Context: an optimization exercise on an open-source flow, tuned for small area and a short achievable clock period. The choices shown serve that exercise and are no tape-out recipe. Only simulation tests tie the RTL to the original design; equivalence was not proved. Power and IR drop assume default switching activity.

## job 8374
==> flow/design.v (excerpt) <==
module simple_fixed (
  input  logic                   clock,
  input  logic                   reset,
  input  logic [2:0]             instr_format,
  input  logic [10:0]            op_code,
  input  logic [6:0]             dest_reg_addr,
  input  logic [127:0]           src_reg_a,
  input  logic [127:0]           src_reg_b,
  input  logic [17:0]            imm_value,
  input  logic                   enable_reg_write,
  input  logic                   branch_is_taken,
  output logic [127:0]           wb_data,
  output logic [6:0]             wb_reg_addr,
  output logic                   wb_enable_reg_write
);
export LEC_CHECK = 0
export ABC_AREA = 1
export CAP_MARGIN = 20
export CORE_MARGIN = 2
export CORE_UTILIZATION = 40
export GPL_ROUTABILITY_DRIVEN = 0
export SETUP_SLACK_MARGIN = 2.75
export SLEW_MARGIN = 20
create_clock -name core_clock -period 5.0 [get_ports {clock}]
standard.sh (not shown) runs the stock make flow with config.mk's settings and CLKGATE_MAP_FILE= SYNTH_SCRIPT=/design/flow/synth_recipe.tcl, a recipe that flattens the netlist after the stock synthesis.
==> flow/flow/run.sh <==
#!/bin/bash
# The standard layout (standard.sh: unchanged synthesis and steps) with two changes to how
# cells are chosen: the port buffers are the smallest buffer cell instead of the one
# buffer_ports picks by default, and clock tree synthesis uses clkbuf_4/clkbuf_8 in clusters
# of up to 16 sinks, without dummy loads. ORFS writes each step's log under orfs/logs/;
# make's own output goes to make_finish.log.
set -euo pipefail
cd "$(dirname "$0")/.."
bash standard.sh \
  "BUFFER_PORTS_ARGS=-buffer_cell sky130_fd_sc_hd__buf_1" \
  "CTS_ARGS=-sink_clustering_enable -repair_clock_nets -dont_use_dummy_load -buf_list {sky130_fd_sc_hd__clkbuf_4 sky130_fd_sc_hd__clkbuf_8} -sink_clustering_size 16 -sink_clustering_max_diameter 60" \
  finish > make_finish.log 2>&1
Inputs modified between job 8374 and job 4771:
# job 8374
export LEC_CHECK = 0
export ABC_AREA = 1
export CAP_MARGIN = 20
export CORE_MARGIN = 2
export CORE_UTILIZATION = 40
export GPL_ROUTABILITY_DRIVEN = 0
export SETUP_SLACK_MARGIN = 2.75
export SLEW_MARGIN = 20
create_clock -name core_clock -period 5.0 [get_ports {clock}]
# job 4771
export LEC_CHECK = 0
export ABC_AREA = 1
export CAP_MARGIN = 20
export CORE_MARGIN = 2
export CORE_UTILIZATION = 50
export SETUP_SLACK_MARGIN = 2.75
export SLEW_MARGIN = 20
create_clock -name core_clock -period 5.0 [get_ports {clock}]
Results
- Peak per-stage delay on the critical path in job 4771 is 260 ps higher than in job 8374
- Higher met2 capacity usage during global routing among job 4771 and job 8374: job 4771
- Total clock sinks of job 4771 is on par with job 8374.
Inputs modified between job 4771 and job 9482:
# job 4771
export LEC_CHECK = 0
export ABC_AREA = 1
export CAP_MARGIN = 20
export CORE_MARGIN = 2
export CORE_UTILIZATION = 50
export SETUP_SLACK_MARGIN = 2.75
export SLEW_MARGIN = 20
create_clock -name core_clock -period 5.0 [get_ports {clock}]
# job 9482
export LEC_CHECK = 0
export ABC_AREA = 1
export CAP_MARGIN = 20
export CORE_MARGIN = 2
export CORE_UTILIZATION = 40
export SETUP_SLACK_MARGIN = 3.0
export SLEW_MARGIN = 20
create_clock -name core_clock -period 5.0 [get_ports {clock}]
Findings:
Wire length: job 9482 and job 4771 compared, higher one is job 9482
Beginning of the critical path: instr_format[2] -> job 4771, i_issue_reg.q_g[64] -> job 9482
The die used by job 9482 is larger than the one used by job 4771.
Taking job 4771 as the reference, in job 9482 final area now sits higher; fraction of met1 tracks used by global routing now sits lower.
Modified inputs, job 1376 compared to job 9482
# job 9482
export LEC_CHECK = 0
export ABC_AREA = 1
export CAP_MARGIN = 20
export CORE_MARGIN = 2
export CORE_UTILIZATION = 40
export SETUP_SLACK_MARGIN = 3.0
export SLEW_MARGIN = 20
create_clock -name core_clock -period 5.0 [get_ports {clock}]
# job 1376
export LEC_CHECK = 0
export ABC_AREA = 1
export CAP_MARGIN = 20
export CORE_MARGIN = 2
export CORE_UTILIZATION = 40
export SETUP_SLACK_MARGIN = 2.75
export SLEW_MARGIN = 20
create_clock -name core_clock -period 5.0 [get_ports {clock}]
diff --git a/flow/flow/run.sh b/flow/flow/run.sh
--- a/flow/flow/run.sh
+++ b/flow/flow/run.sh
@@ -10,3 +10,4 @@
   "BUFFER_PORTS_ARGS=-buffer_cell sky130_fd_sc_hd__buf_1" \
   "CTS_ARGS=-sink_clustering_enable -repair_clock_nets -dont_use_dummy_load -buf_list {sky130_fd_sc_hd__clkbuf_4 sky130_fd_sc_hd__clkbuf_8} -sink_clustering_size 16 -sink_clustering_max_diameter 60" \
+  RECOVER_POWER=50 \
   finish > make_finish.log 2>&1
Notes after the runs:
- STATUS run=job 1376 STAGES=ALL_DONE FINAL_CHECKS=FAILED CAUSE=max-capacitance violations, max-slew violations
- Run comparison: job 9482 first element of the critical path i_issue_reg.q_g[64]; job 1376 first element of the critical path reset
- Of job 9482 and job 1376, the run reporting the higher final cycle utilization of the critical path was job 1376.
- From job 9482 to job 1376 the numbers moved as follows: via count of the routed design moved down, final hold slack increased by 3.6 ps relative to the old numbers.
- In job 1376, number of clock buffers inserted by TritonCTS is lower than in job 9482.
- Diff job 9482 and job 1376: area growth from synthesis to final layout higher in job 9482
- Re clock network fraction of total power: job 9482 and job 1376 aren't equal, and the lower value belongs to job 9482.
- As far as total instance count after detailed placement is concerned, job 1376 and job 9482 perform about the same.
- In job 1376, the share of the final layout cell area in multi-input gates came out 0.62 points above the value in job 9482.


Setup of exp/tundra:
simple_fixed, a different RTL version from the one above (not shown whole).
For scale: about 410 flip-flops, ~440 I/O pins, about 22000 um^2 of cells after synthesis.
export LEC_CHECK = 0
export ABC_AREA = 1
export CAP_MARGIN = 20
export CORE_MARGIN = 2
export CORE_UTILIZATION = 40
export SETUP_SLACK_MARGIN = 2.55
export SLEW_MARGIN = 20
create_clock -name core_clock -period 5.0 [get_ports {clock}]
==> flow/flow/run.sh <==
#!/bin/bash
# The standard layout (standard.sh: unchanged synthesis and steps) with two changes to how
# cells are chosen: the port buffers are the smallest buffer cell instead of the one
# buffer_ports picks by default, and clock tree synthesis uses clkbuf_4/clkbuf_8 in clusters
# of up to 16 sinks, without dummy loads. ORFS writes each step's log under orfs/logs/;
# make's own output goes to make_finish.log.
set -euo pipefail
cd "$(dirname "$0")/.."
bash standard.sh \
  "BUFFER_PORTS_ARGS=-buffer_cell sky130_fd_sc_hd__buf_1" \
  "CTS_ARGS=-sink_clustering_enable -repair_clock_nets -dont_use_dummy_load -buf_list {sky130_fd_sc_hd__clkbuf_4 sky130_fd_sc_hd__clkbuf_8} -sink_clustering_size 16 -sink_clustering_max_diameter 60" \
  finish > make_finish.log 2>&1
Here is what was changed in the inputs of exp/onyx compared with exp/tundra.
- a change of SETUP_SLACK_MARGIN from 2.55 to 3.1
- an added CTS_BUF_LIST of sky130_fd_sc_hd__clkbuf_4 sky130_fd_sc_hd__clkbuf_8
==> flow/flow/run.sh <==
#!/bin/bash
# The standard layout (standard.sh, unchanged synthesis and steps), except that the port
# buffers are the smallest buffer cell instead of the one buffer_ports picks by default.
# ORFS writes each step's log under orfs/logs/; make's own output goes to make_finish.log.
set -euo pipefail
cd "$(dirname "$0")/.."
bash standard.sh "BUFFER_PORTS_ARGS=-buffer_cell sky130_fd_sc_hd__buf_1" finish > make_finish.log 2>&1
Notes after the runs:
Of exp/onyx and exp/tundra, it is exp/onyx that has the higher post-CTS setup-driven buffer insertion count. Relative to exp/tundra, via count has gone up in exp/onyx. Going from exp/tundra to exp/onyx, the upper clock frequency limit was found to have gone up by about 8%. No stage failed in exp/onyx, and the final checks on the layout all came back clean. Setup TNS after final layout: exp/tundra vs exp/onyx identical.
Inputs modified between exp/onyx and exp/zinc:
- CTS_BUF_LIST removed (was sky130_fd_sc_hd__clkbuf_4 sky130_fd_sc_hd__clkbuf_8)
- SETUP_SLACK_MARGIN changed from 3.1 to 2.4
==> flow/flow/run.sh <==
#!/bin/bash
# The standard layout (standard.sh: unchanged synthesis and steps) with two changes to how
# cells are chosen: the port buffers are the smallest buffer cell instead of the one
# buffer_ports picks by default, and clock tree synthesis uses clkbuf_4/clkbuf_8 in clusters
# of up to 16 sinks, without dummy loads. ORFS writes each step's log under orfs/logs/;
# make's own output goes to make_finish.log.
set -euo pipefail
cd "$(dirname "$0")/.."
bash standard.sh \
  "BUFFER_PORTS_ARGS=-buffer_cell sky130_fd_sc_hd__buf_1" \
  "CTS_ARGS=-sink_clustering_enable -repair_clock_nets -dont_use_dummy_load -buf_list {sky130_fd_sc_hd__clkbuf_4 sky130_fd_sc_hd__clkbuf_8} -sink_clustering_size 16 -sink_clustering_max_diameter 60" \
  finish > make_finish.log 2>&1
[summary]
i_issue_reg.q_p[50]$_DFF_P_ as the timing startpoint of the critical path was reported by exp/onyx, and instr_format[2] by exp/zinc.
exp/zinc vs exp/onyx: count of clock-buffer cells in the layout down in exp/zinc
The total track usage in exp/zinc sits 2.6 points below the value recorded for exp/onyx.
exp/zinc: global-route wire length before repair 9400 um below exp/onyx


delta:
simple_fixed again, from the RTL that the note above started with.
==> flow/design.v (excerpt) <==
module simple_fixed (
  input  logic                   clock,
  input  logic                   reset,
  input  logic [2:0]             instr_format,
  input  logic [10:0]            op_code,
  input  logic [6:0]             dest_reg_addr,
  input  logic [127:0]           src_reg_a,
  input  logic [127:0]           src_reg_b,
  input  logic [17:0]            imm_value,
  input  logic                   enable_reg_write,
  input  logic                   branch_is_taken,
  output logic [127:0]           wb_data,
  output logic [6:0]             wb_reg_addr,
  output logic                   wb_enable_reg_write
);
  logic k_add, k_sub, k_ceq, k_cgt, k_and, k_or, k_xor, k_nand;
  logic negate, is_half, is_imm, valid;
  fx_decode i_decode (
    .reset           (reset),
    .instr_format    (instr_format),
    .op_code         (op_code),
    .branch_is_taken (branch_is_taken),
    .k_add (k_add), .k_sub (k_sub), .k_ceq (k_ceq), .k_cgt (k_cgt),
    .k_and (k_and), .k_or (k_or), .k_xor (k_xor), .k_nand (k_nand),
    .negate (negate), .is_half (is_half), .is_imm (is_imm), .valid (valid)
  );
  logic         q_ar, q_ceq, q_cgt, q_and, q_or, q_xor, q_nand, q_half, q_write;
  logic [127:0] q_p, q_g, result;
  logic [3:0]   q_ps16;
  logic [6:0]   q_dest;
  fx_issue_reg i_issue_reg (
    .clock (clock),
    .k_add (k_add), .k_sub (k_sub), .k_ceq (k_ceq), .k_cgt (k_cgt),
    .k_and (k_and), .k_or (k_or), .k_xor (k_xor), .k_nand (k_nand),
    .negate (negate), .is_half (is_half), .is_imm (is_imm),
    .src_a (src_reg_a), .src_b (src_reg_b), .imm (imm_value[9:0]),
    .in_dest  (valid ? dest_reg_addr : 7'd0),
    .in_write (valid & enable_reg_write),
    .q_ar (q_ar), .q_ceq (q_ceq), .q_cgt (q_cgt), .q_and (q_and), .q_or (q_or),
    .q_xor (q_xor), .q_nand (q_nand), .q_half (q_half),
  ...
clock: 5.0 ns
lec_check: 0
abc_area: 1
cap_margin: 20
core_margin: 2
core_utilization: 40
cts_buf_list: sky130_fd_sc_hd__clkbuf_4 sky130_fd_sc_hd__clkbuf_8
setup_slack_margin: 2.7
slew_margin: 20
==> flow/flow/run.sh <==
#!/bin/bash
# The standard layout (standard.sh, unchanged synthesis and steps), except that the port
# buffers are the smallest buffer cell instead of the one buffer_ports picks by default.
# ORFS writes each step's log under orfs/logs/; make's own output goes to make_finish.log.
set -euo pipefail
cd "$(dirname "$0")/.."
bash standard.sh "BUFFER_PORTS_ARGS=-buffer_cell sky130_fd_sc_hd__buf_1" finish > make_finish.log 2>&1
Relative to delta, the following input files were edited for cedar:
- removing SETUP_SLACK_MARGIN (formerly 2.7)
==> summary.txt <==
Higher critical path depth in cells among cedar and delta: delta
Of cedar and delta, cedar shows the lower final critical-path setup slack, with delta above it.
Compare cedar and delta | clock buffer instance count of the final layout lower: cedar
--- input diff cedar..nickel ---
- setting SETUP_SLACK_MARGIN to 2.8 for the first time
- removing CTS_BUF_LIST (formerly sky130_fd_sc_hd__clkbuf_4 sky130_fd_sc_hd__clkbuf_8)
==> flow/flow/run.sh <==
#!/bin/bash
# The standard layout (standard.sh: unchanged synthesis and steps) with two changes to how
# cells are chosen: the port buffers are the smallest buffer cell instead of the one
# buffer_ports picks by default, and clock tree synthesis uses clkbuf_4/clkbuf_8 in clusters
# of up to 16 sinks, without dummy loads. ORFS writes each step's log under orfs/logs/;
# make's own output goes to make_finish.log.
set -euo pipefail
cd "$(dirname "$0")/.."
bash standard.sh \
  "BUFFER_PORTS_ARGS=-buffer_cell sky130_fd_sc_hd__buf_1" \
  "CTS_ARGS=-sink_clustering_enable -repair_clock_nets -dont_use_dummy_load -buf_list {sky130_fd_sc_hd__clkbuf_4 sky130_fd_sc_hd__clkbuf_8} -sink_clustering_size 16 -sink_clustering_max_diameter 60" \
  finish > make_finish.log 2>&1
==> summary.txt <==
nickel and cedar ended up with nearly the same power drawn by the sequential cells. Per the comparison of nickel with cedar, number of inserted filler cells in the final layout decreased by 190 relative to the old numbers, summed area of non-filler cells in the final layout went up, number of buffers created by CTS now sits lower. Taking cedar as the reference, in nickel worst vdd rail ir drop lost 0.024 mV; fmax climbed about 30%.
Relative to nickel, the following input files were edited for willow:
- changing SETUP_SLACK_MARGIN from 2.8 to 2.55
- changing CORE_UTILIZATION from 40 to 60
[willow] share of post-route cells with drive strength above 1 fell 8.3 points relative to nickel
Width of the die, nickel and willow: higher on nickel
willow vs. nickel: sequential power stayed essentially flat, met3 track demand over resource went up, total power divided by cell area moved up.
Looking at fraction of met2 tracks used by global routing, willow sits above nickel.
NOTE: register-to-register setup slack in willow falls short of that of nickel
Relative to nickel, the cell area measured on willow has decreased by a little under 10%.
Comparing nickel and willow, the higher number of detailed-route iterations in the first pass is on nickel.


Setup of run 1:
simple_fixed with an RTL version that a note above also has.
Size in the first run: ~2,900 cells after synthesis, about 410 flip-flops.
==> flow/config.mk <==
export PLATFORM = sky130hd
export DESIGN_NAME = simple_fixed
export DESIGN_NICKNAME = simple_fixed
export VERILOG_FILES = /design/flow/design.v
export SDC_FILE = /design/flow/constraint.sdc
export NUM_CORES = 4
export LEC_CHECK = 0
export ABC_AREA = 1
export CAP_MARGIN = 20
export CORE_MARGIN = 2
export CORE_UTILIZATION = 40
export SETUP_SLACK_MARGIN = 2.85
export SLEW_MARGIN = 20
==> flow/constraint.sdc <==
create_clock -name core_clock -period 5.0 [get_ports {clock}]
set_input_delay 1.0000 -clock core_clock [delete_from_list [all_inputs] [get_ports {clock}]]
set_output_delay 1.0000 -clock core_clock [all_outputs]
set_load 0.01 [all_outputs]
==> flow/flow/run.sh <==
#!/bin/bash
# The standard layout (standard.sh: unchanged synthesis and steps) with two changes to how
# cells are chosen: the port buffers are the smallest buffer cell instead of the one
# buffer_ports picks by default, and clock tree synthesis uses clkbuf_4/clkbuf_8 in clusters
# of up to 16 sinks, without dummy loads. ORFS writes each step's log under orfs/logs/;
# make's own output goes to make_finish.log.
set -euo pipefail
cd "$(dirname "$0")/.."
bash standard.sh \
  "BUFFER_PORTS_ARGS=-buffer_cell sky130_fd_sc_hd__buf_1" \
  "CTS_ARGS=-sink_clustering_enable -repair_clock_nets -dont_use_dummy_load -buf_list {sky130_fd_sc_hd__clkbuf_4 sky130_fd_sc_hd__clkbuf_8} -sink_clustering_size 16 -sink_clustering_max_diameter 60" \
  finish > make_finish.log 2>&1
Inputs modified between run 1 and run 2:
Settings: SETUP_SLACK_MARGIN changed from 2.85 to 2.65.
### Flow results
Run 2 | status: complete | timing, DRC, antenna: pass
Of the two values seen for endpoint of the most critical setup path, i_issue_reg.q_p[115] was produced by run 2 and wb_data[40] by run 1.
In the reports for run 1 and run 2, the smaller met1 wire length belongs to run 2.
In run 2, the number of cells upsized or downsized after cts came out 332 below the value in run 1.
Of run 1 and run 2, the higher end-of-flow core utilization belongs to run 1.
Final instance count without filler cells ends up higher on run 1.
The higher worst hold margin of run 1 and run 2 is in run 2.
Wire length went down by a few percent going from run 1 to run 2.
On tightest slew margin relative to the limit, run 2 does worse than run 1.
Diff run 1 -> run 2: first-pass GRT wire length now sits lower, setup slack moved down, power dissipated in sequential cells now sits at about the same level.
Relative to run 2, the following input files were edited for run 3:
Settings: SETUP_SLACK_MARGIN: 2.65 -> 2.75.
## What came out
Run 3: done, clean on timing, DRC and antenna
There was hardly any difference in total vias in the final route between run 2 and run 3.
Taking run 2 as the reference, in run 3 number of filler cells placed in the layout decreased by 36 relative to the old numbers, cell area increased by 330 µm² relative to the old numbers, worst supply voltage drop on vdd decreased by 0.86% relative to the old numbers, achievable frequency increased by about 6% relative to the old numbers, number of cells on the critical path increased by 8 relative to the old numbers.

afterwards: timing with drivers on the ports:
In the flow no input, the clock included, has a driving cell. The finished layouts below were timed again as built, in two steps.
Step 1 sets driving cells, clkbuf_16 on the clock port and buf_2 on the other inputs (assumed; they add their load-dependent delay and slew).
Step 2 times the ports against the registers' clock, not the clock port: input delays grow and output delays shrink by t, the midpoint of the rising clock arrivals with the driver on.
Three values: ideal ports, drivers, drivers and shift; two values: the first two.
| run | t, ns | slack for setup (ns) | worst setup path at the end | worst slew at a driven data input, ns |
|---|---|---|---|---|
| job 8374 | 0.664 | 2.782 / 2.747 / 2.147 | input to register | 0.11 |
| job 4771 | 0.674 | 2.787 / 2.740 / 2.145 | input to register | 0.10 |
| job 9482 | 0.676 | 2.742 / 2.742 / 2.331 | input to register | 0.11 |
| job 1376 | 0.667 | 1.642 / 1.674 / 1.007 | input to register | 0.11 |
| exp/tundra | 0.667 | 2.607 / 2.628 / 1.974 | input to register | 0.10 |
| exp/onyx | 0.703 | 2.782 / 2.782 / 2.358 | input to register | 0.11 |
| exp/zinc | 0.672 | 2.461 / 2.487 / 1.815 | input to register | 0.10 |
| delta | 0.725 | 2.672 / 2.672 / 2.001 | input to register | 0.10 |
| cedar | 0.715 | 2.063 / 2.098 / 1.383 | input to register | 0.09 |
| nickel | 0.669 | 2.758 / 2.758 / 2.136 | input to register | 0.09 |
| willow | 0.655 | 2.573 / 2.599 / 1.944 | input to register | 0.11 |
| run 1 | 0.675 | 2.793 / 2.793 / 2.198 | input to register | 0.10 |
| run 2 | 0.678 | 2.655 / 2.687 / 2.008 | input to register | 0.10 |
| run 3 | 0.664 | 2.782 / 2.747 / 2.147 | input to register | 0.11 |
The setup slack of cedar, which loses most, moves by +0.035 ns with the drivers and by -0.680 ns with both steps.
